From an optimization exercise on the open Yosys and OpenROAD flow, aimed at small area; shortcuts taken in it are not production practice.
The RTL was checked by simulation tests, not by an equivalence proof against the original design.
Power is estimated from default activity; no workload was simulated.

==> flow/design.v <==
module dp_sink_aux_responder #(
    parameter int         AUX_DATA_WIDTH = 8,
    parameter int         DPCD_DEPTH     = 512,
    parameter logic [7:0] MAX_LINK_RATE  = 8'h14,
    parameter logic [7:0] MAX_LANE_COUNT = 8'h04,
    parameter int         TURN_CYCLES    = 4
) (
    input  logic                      clk,
    input  logic                      rst_n,
    input  logic [AUX_DATA_WIDTH-1:0] aux_in_data,
    input  logic                      aux_start_stop,
    output logic [AUX_DATA_WIDTH-1:0] aux_out_data,
    output logic                      phy_start_stop,
    output logic [7:0]                link_bw_set,
    output logic [4:0]                lane_count_set,
    output logic [1:0]                tps_set,
    output logic                      req_dropped
);
    localparam int NR = 32;    
    localparam int RL = 8;     
    typedef enum logic [1:0] {S_IDLE, S_HDR, S_WDATA, S_RSP} state_t;
    logic [2:0] r_ph;
    logic       r_clr;
    state_t     r_state;
    logic [1:0] r_hcnt;
    logic       r_hz;        
    logic [8:0] r_ptr;       
    logic       r_cwr;       
    logic       r_crd;       
    logic [3:0] r_lenm1;
    logic [4:0] r_idx;       
    logic       r_kerr;      
    logic       r_kmore;     
    logic [4:0] r_ridx;      
    logic       r_drop;
    logic [2:0] r_dly;       
    logic [8:0] r_wd [RL-1];  
    logic [1:0] r_mh1, r_mh2;  
    logic [7:0] r_cd [4];    
    logic [7:0] r_link_bw;
    logic [4:0] r_lane_cnt;
    logic [1:0] r_tps;
    logic       w_in_rsp, w_phy, w_acc, w_last;
    logic [8:0] w_tap;
    logic       w_land;
    logic [9:0] w_end;
    logic       w_range_ok;
    logic [2:0] w_pend;
    logic [8:0] w_xp;
    assign w_end      = {1'b0, r_ptr} + {6'd0, aux_in_data[3:0]};
    assign w_range_ok = r_hz && !w_end[9];
    assign w_in_rsp   = (r_state == S_RSP);
    assign w_phy      = w_in_rsp && !(r_ridx[4:2] == 3'b111);
    assign w_acc      = (r_state == S_WDATA) && aux_start_stop && ({1'b0, r_idx} <= {2'b0, r_lenm1});
    assign w_tap      = (r_dly == 3'd0) ? {w_acc, aux_in_data} : r_wd[r_dly - 3'd1];
    assign w_land     = w_tap[8];
    assign w_last     = r_kmore ? (r_kerr ? (r_ridx == 5'd1) : (r_ridx == {1'b0, r_lenm1} + 5'd1))
                                : (r_ridx == 5'd0);
    assign w_pend     = (r_idx < {2'b0, r_dly}) ? r_idx[2:0] : r_dly;
    assign w_xp       = r_ptr + {6'd0, w_pend};
    always_ff @(posedge clk) begin
        if (!rst_n) begin
            r_ph  <= 3'd0;
            r_clr <= 1'b1;
        end else begin
            r_ph <= r_ph + 3'd1;
            if (r_ph == 3'd7) r_clr <= 1'b0;
        end
    end
    always_ff @(posedge clk) begin
        if (!rst_n) begin
            r_state <= S_IDLE;
            r_hcnt  <= '0;
            r_hz    <= 1'b0;
            r_ptr   <= '0;
            r_cwr   <= 1'b0;
            r_crd   <= 1'b0;
            r_lenm1 <= '0;
            r_idx   <= '0;
            r_kerr  <= 1'b0;
            r_kmore <= 1'b0;
            r_ridx  <= '0;
            r_drop  <= 1'b0;
            r_dly   <= '0;
        end else begin
            r_drop <= aux_start_stop && w_in_rsp;
            if (w_land || (w_phy && r_kmore && !r_kerr)) r_ptr <= r_ptr + 9'd1;
            if (w_in_rsp) r_ridx <= r_ridx + 5'd1;
            case (r_state)
                S_IDLE: if (aux_start_stop) begin
                    r_state <= S_HDR;
                    r_cwr   <= (aux_in_data[7:4] == 4'b1000);
                    r_crd   <= (aux_in_data[7:4] == 4'b1001);
                    r_hz    <= (aux_in_data[3:0] == 4'd0);
                    r_hcnt  <= 2'd0;
                    r_idx   <= 5'd0;
                end
                S_HDR: begin
                    if (aux_start_stop) begin
                        case (r_hcnt)
                            2'd0: begin
                                r_hz     <= r_hz && (aux_in_data[7:1] == 7'd0);
                                r_ptr[8] <= aux_in_data[0];
                            end
                            2'd1: r_ptr[7:0] <= aux_in_data;
                            2'd2: begin
                                r_lenm1 <= aux_in_data[3:0];
                                r_crd   <= r_crd && w_range_ok;
                                r_dly   <= r_ptr[2:0] - r_ph - 3'd2;
                                if (r_cwr && w_range_ok) r_state <= S_WDATA;
                            end
                            default: ;
                        endcase
                        if (r_hcnt != 2'd3) r_hcnt <= r_hcnt + 2'd1;
                    end else if (r_hcnt == 2'd3) begin
                        r_state <= S_RSP;
                        r_kerr  <= !r_crd;
                        r_kmore <= r_crd;
                        r_ridx  <= 5'd29;
                    end else begin
                        r_state <= S_IDLE;
                    end
                end
                S_WDATA: begin
                    if (w_acc) r_idx <= r_idx + 5'd1;
                    if (!aux_start_stop) begin
                        r_state <= S_RSP;
                        r_kerr  <= ({1'b0, r_idx} <= {2'b0, r_lenm1});
                        r_kmore <= ({1'b0, r_idx} <= {2'b0, r_lenm1});
                        r_ridx  <= 5'd29;
                    end
                end
                S_RSP: if (w_phy && w_last) r_state <= S_IDLE;
                default: r_state <= S_IDLE;
            endcase
        end
    end
    always_ff @(posedge clk) begin
        r_wd[0][7:0] <= aux_in_data;
        for (int j = 1; j < RL - 1; j++) r_wd[j][7:0] <= r_wd[j-1][7:0];
        if (!rst_n) begin
            for (int j = 0; j < RL - 1; j++) r_wd[j][8] <= 1'b0;
            r_mh1 <= 2'd0;
            r_mh2 <= 2'd0;
        end else begin
            r_wd[0][8] <= w_acc;
            for (int j = 1; j < RL - 1; j++) r_wd[j][8] <= r_wd[j-1][8];
            r_mh1 <= !w_acc ? 2'd0 :
                     (w_xp == 9'h100) ? 2'd1 :
                     (w_xp == 9'h101) ? 2'd2 :
                     (w_xp == 9'h102) ? 2'd3 : 2'd0;
            r_mh2 <= r_mh1;
        end
    end
    logic [7:0] w_in0 [NR];
    logic [7:0] w_s3  [NR];
    for (genvar r = 0; r < NR; r++) begin : g_ring
        logic [7:0] s [RL];
        logic       w_wr;
        assign w_wr = w_land && r_ptr[8] && (r_ptr[7:3] == 5'(r));
        assign w_in0[r] = w_wr ? w_tap[7:0] : (r_clr ? 8'h00 : s[RL-1]);
        assign w_s3[r]  = s[3];
        always_ff @(posedge clk) begin
            s[0] <= w_in0[r];
            for (int i = 1; i < RL; i++) s[i] <= s[i-1];
        end
    end
    logic [2:0] w_p7;
    logic [8:0] w_x;
    logic [7:0] w_rv, w_rom;
    assign w_p7 = r_ph + 3'd1;
    assign w_x  = r_ptr + {7'd0, w_p7[1:0] - r_ptr[1:0]};
    always_comb begin
        case (w_x[7:0])
            8'h00:   w_rom = 8'h12;
            8'h01:   w_rom = MAX_LINK_RATE;
            8'h02:   w_rom = MAX_LANE_COUNT;
            default: w_rom = 8'h00;
        endcase
        if (!w_x[8])                w_rv = w_rom;
        else if (w_x[2] == w_p7[2]) w_rv = w_in0[w_x[7:3]];
        else                        w_rv = w_s3[w_x[7:3]];
    end
    always_ff @(posedge clk) begin
        r_cd[0] <= w_rv;
        for (int j = 1; j < 4; j++) r_cd[j] <= r_cd[j-1];
    end
    logic [1:0] w_cj;
    assign w_cj = r_ph[1:0] - r_ptr[1:0] + 2'd1;
    always_comb begin
        phy_start_stop = w_phy;
        aux_out_data   = '0;
        if (w_phy) begin
            if (r_ridx == 5'd0)  aux_out_data = r_kerr ? 8'h10 : 8'h00;
            else if (r_kerr)     aux_out_data = {3'b000, r_idx};
            else                 aux_out_data = r_cd[w_cj];
        end
    end
    always_ff @(posedge clk) begin
        if (!rst_n) begin
            r_link_bw  <= '0;
            r_lane_cnt <= '0;
            r_tps      <= '0;
        end else begin
            if (r_mh2 == 2'd1) r_link_bw  <= r_wd[1][7:0];
            if (r_mh2 == 2'd2) r_lane_cnt <= r_wd[1][4:0];
            if (r_mh2 == 2'd3) r_tps      <= r_wd[1][1:0];
        end
    end
    assign link_bw_set    = r_link_bw;
    assign lane_count_set = r_lane_cnt;
    assign tps_set        = r_tps;
    assign req_dropped    = r_drop;
endmodule
==> flow/run.sh <==
#!/bin/bash
# synth_recipe.tcl (not shown) runs the flow's synth.tcl, then flattens the netlist and writes it again
# the make line also repeats each setting of config.mk as NAME=value (left out here)
make -C /OpenROAD-flow-scripts/flow DESIGN_CONFIG=/design/flow/config.mk WORK_HOME=/design/flow/orfs CLKGATE_MAP_FILE= SYNTH_SCRIPT=/design/flow/synth_recipe.tcl finish
==> flow/config.mk <==
export PLATFORM = sky130hd
export DESIGN_NAME = dp_sink_aux_responder
export DESIGN_NICKNAME = dp_sink_aux_responder
export VERILOG_FILES = /design/flow/design.v
export SDC_FILE = /design/flow/constraint.sdc
export NUM_CORES = 4
export LEC_CHECK = 0
export CAP_MARGIN = 20
export CORE_MARGIN = 2
export CORE_UTILIZATION = 40
export SLEW_MARGIN = 20
==> flow/constraint.sdc <==
create_clock -name core_clock -period 12.0 [get_ports {clk}]
set_input_delay 2.4000 -clock core_clock [delete_from_list [all_inputs] [get_ports {clk}]]
set_output_delay 2.4000 -clock core_clock [all_outputs]
set_load 0.01 [all_outputs]
==> flow_summary_export.csv <==
group,metric,value,unit
timing,drv_slew,0,
routing,vias,30600,
routing,final_antenna_net_count,0,
logic_synthesis,synth_top_family_by_area,"compound AO/OA/AOI/OAI gates",
logic_synthesis,synth_compound_area_share,7.90,%
global_routing,grt_antenna_before_repair,5,
clocking,cts_tree,"done",
clocking,htree_levels,4,
logic_synthesis,ys_seq_elements,2202,
timing,tns,0,ns
timing,hold_viol_final,0,
job,cap_violations,0,
cells_and_area,fillers,11900,
logic_synthesis,avgSynthCellArea,13.8,sq um
timing,slew_headroom,20.4,%
timing,fin_crit,6.38,ns
worst_setup_path,arrival,3.98,ns
global_routing,grt_util_all_layers,20.1,%
timing,worst_pin_slew,1.19,ns
floorplanning,initial_core_util,40.4,%
logic_synthesis,synth_nets,4084,
power_and_ir_drop,p_clk_share,45.8,%
floorplanning,num_io_pins,36,
hold_path,min_from,"g_ring[25].s[4][0]",
floorplanning,die_y,377,microns
power_and_ir_drop,ir_worst_vdd,0.000152,V
logic_synthesis,yosysSeqAreaShare,79.3,%
worst_setup_path,rr_startpoint,"r_ptr[0]",
clocking,cts_buffers,196,
routing,vias_per_cell,4.99,
routing,drt_pass1_iterations,6,
power_and_ir_drop,p_per_area,218,nW/um^2
cells_and_area,multi_input_area,10800,sq um
clocking,post_cts_resized,0,
cells_and_area,regArea,44100,sq um
worst_setup_path,path_cells,"inv_1 -> ha_1 -> inv_1 -> ha_1 -> mux4_2 -> mux2i_1 -> nor2_1 -> clkdlybuf4s50_1",
worst_setup_path,r2r_end,"r_cd[0][0]",
cells_and_area,finish.utilization,47.3,%
logic_synthesis,synth.area.top_cells,"dfxtp_1, mux2i_1, nand3_1, o21ai_0, nand2_1",
power_and_ir_drop,p_sw_share,20.5,%
power_and_ir_drop,p_seq_share,52.0,%
worst_setup_path,r2r_setup_slack,6.20,ns
timing,rsz0062_at_grt,"no",
floorplanning,core,138000,sq um
cells_and_area,drive_above_1_share,12.0,%
timing,period_share,53.1,%
floorplanning,row_count,136,
routing,avgRoutedWirePerCell,23.5,microns
power_and_ir_drop,p_switching,0.00290,W
logic_synthesis,yosysTopAreaCellShare,79.3,%
worst_setup_path,startpoint_type,"flip-flop",
hold_path,hp-class,"reg2reg",
timing,worst_slack,5.62,ns
power_and_ir_drop,p_int,0.0113,W
hold_path,min_to,"g_ring[25].s[5][0]",
worst_setup_path,slowest_delay,0.66,ns
routing,drt_iter0_markers,2960,
global_routing,grt_first_pass_wirelength,205000,microns
clocking,clkSinkCount,2202,
logic_synthesis,synthMuxAreaShare,2.93,%
worst_setup_path,cpMaxStageDelayCell,"ha_1",
run_status,status,"no timing/DRC/antenna violations",
global_routing,grt_pass1_vias,29200,
clocking,post_cts_buffers,0,
logic_synthesis,synth-simple-area-share,6.77,%
worst_setup_path,critPathMaxFanout,9,
logic_synthesis,synthXorXnorAreaFrac,0.551,%
logic_synthesis,synth_top_area_cell,"dfxtp_1",
routing,drc,0,
place,routabilityCongestion,0.923,
worst_setup_path,reg2reg_depth,17,
worst_setup_path,endpoint_kind,"output port",
logic_synthesis,ys.flop_type,"dfxtp_1",
clocking,clk_pin_slew,0.07,ns
hold_path,whs_path_depth,0,
clocking,cts_hold_buffers,0,
floorplanning,die_w,377,microns
global_routing,grt_overflow_total,0,
place,hpwl,95800,microns
cells_and_area,nNetsFinal,4229,
clocking,clock_path_buffers,3,
worst_setup_path,critical_path_class,"reg2out",
cells_and_area,area_delta_synth_final,17.1,%
logic_synthesis,netlist_area,55600,sq um
power_and_ir_drop,p_comb_share,2.2,%
power_and_ir_drop,p_leak,25.5,nW
place,io_buffers,35,
floorplanning,die_area,142000,sq um
logic_synthesis,netlist_instances,4038,
global_routing,grt_max_degree,121,
clocking,cts-root-buf,"clkbuf_16",
logic_synthesis,async_reset_ff_share,0,%
timing,setup_violations,0,
logic_synthesis,yosys_warnings,37,
timing,max_freq,157,MHz
place,dp_slack,5.69,ns
worst_setup_path,required,9.60,ns
logic_synthesis,ys_types,102,
routing,routed_wl,144000,microns
logic_synthesis,synth-edff-count,0,
clocking,clkLatencyLatePin,0.80,ns
timing,fin_skew,0.0257,ns
logic_synthesis,synthAdderAreaFrac,0.815,%
[worst max-delay path by stage]
stage | start | endpoint | slack [ns] | cells after the start
2_1_floorplan | aux_start_stop | r_cd[0][4] | 6.92 | 12
3_3_place_gp | aux_in_data[0] | r_cd[0][0] | 5.68 | 12
3_5_place_dp | aux_in_data[0] | r_cd[0][0] | 5.69 | 12
4_1_cts | r_ptr[1] | aux_out_data[2] | 5.54 | 8
5_1_grt | r_ptr[1] | aux_out_data[2] | 5.35 | 8
6_report | r_ptr[1] | aux_out_data[2] | 5.62 | 8
[worst max-delay path: cells and delay by family (launching register included)]
kind / cells / cell delay (ns)
and+or+nand+nor: 1 / 0.07
DFF: 1 / 0.58
buffers and inverters: 3 / 0.71
muxes: 2 / 0.84
adders and majority gates: 2 / 0.97
[per-stage QoR]
stage,power [W],hold slack (ns),cells,area [sq um]
after floorplan,0.00769,0.310,4038,55600
after global placement,0.00783,0.310,5778,58300
after detailed placement,0.00784,0.312,5778,58300
after CTS,0.0143,0.297,6134,65100
after global routing,0.0146,0.309,6135,65100
final,0.0142,0.304,6139,65100
[per-layer routing]
layer  vias up  GRT usage (%)  wire, microns
li1      14200              -              -
met1     15000           28.0          64800
met2      1181           30.3          62000
met3       313           3.68          10500
met4         2           8.92           6660
met5         -              0             13
[cells in the mapped netlist, drive strengths merged, types with 11 or more instances]
cell     count
dfxtp     2202
nand2      239
o21ai      217
nand3      193
nor2       122
mux2i      113
clkbuf     109
a22oi       96
a21oi       86
buf         72
nand4       44
inv         41
nor3        37
ha          33
and2        29
a22o        28
a221oi      23
xnor2       21
mux4        19
a2111oi     18
a211oi      17
and3        17
nand2b      16
a31oi       14
a32oi       14
nor2b       14
xor2        14
a222oi      13
o211ai      11
[kinds of logic after synthesis]
| family | Yosys count |
|---|---|
| DFF | 2202 |
| buffers and inverters | 223 |
| muxes | 137 |
| AOI/OAI and AO/OA | 639 |
| xor gates and xnor gates | 35 |
| and+or+nand+nor | 767 |
| adders and majority gates | 35 |
[flip-flops by register name (all words and copies together) (netlist names), 2 cells and up, named ones only]
| signal | count |
|---|---|
| g_ring.s | 2048 |
| r_cd | 32 |
| r_dly | 3 |
| r_hcnt | 2 |
| r_idx | 5 |
| r_lane_cnt | 5 |
| r_lenm1 | 4 |
| r_link_bw | 8 |
| r_mh1 | 2 |
| r_mh2 | 2 |
| r_ph | 3 |
| r_ptr | 9 |
| r_ridx | 5 |
| r_tps | 2 |
| r_wd | 63 |
[cell usage in the layout, fill, tap and decap left out, types with 35 or more instances in the layout]
| cell type | Yosys | routed |
|---|---|---|
| buf_4 | 9 | 91 |
| clkinv_2 | 0 | 35 |
| clkbuf_1 | 109 | 36 |
| dfxtp_1 | 2202 | 2202 |
| clkdlybuf4s50_1 | 0 | 35 |
| nand4_1 | 44 | 44 |
| o21ai_0 | 191 | 189 |
| clkbuf_8 | 0 | 40 |
| a22oi_1 | 95 | 95 |
| nand2_1 | 238 | 237 |
| clkbuf_16 | 0 | 198 |
| mux2i_1 | 111 | 108 |
| nand3_1 | 191 | 191 |
| a21oi_1 | 84 | 84 |
| inv_1 | 39 | 39 |
| nor2_1 | 120 | 114 |
[final cells by class]
cell class,count,area share (%)
sequential,2202,67.7
clock inverter,82,1.80
clock buffer,274,8.66
inverter,42,0.254
antenna,4,0.0154
tap,1794,3.45
multi-input combinational,1613,16.5
timing repair buffer,128,1.63
[power by group through the flow]
stage | Combinational [W] | Clock [W] | Sequential, W
2_1_floorplan | 0.000172 | 0 | 0.00752
3_3_place_gp | 0.000297 | 0 | 0.00754
3_5_place_dp | 0.000300 | 0 | 0.00754
4_1_cts | 0.000302 | 0.00660 | 0.00737
5_1_grt | 0.000321 | 0.00689 | 0.00738
6_report | 0.000307 | 0.00650 | 0.00738

port drivers added, routing unchanged:
In the flow no input, the clock included, has a driving cell. The finished layout below was timed again as built, in two steps. Step 1 assumes that a clkbuf_16 drives the clock port and a buf_2 every other input. Step 2 also shifts input and output timing later by t, the mid clock arrival at the registers, as if the neighbouring blocks saw the same clock. Slacks: ideal ports / drivers / drivers and shift; pairs: ideal ports / drivers.
t, ns: 0.865
setup WS [ns]: 5.624 / 5.546 / 5.499
hold slack, ns: 0.304 / 0.304 / 0.304
After both steps setup and hold are still met in this run. The setup slack of this run moves by -0.078 ns with the drivers and by -0.125 ns with both steps.
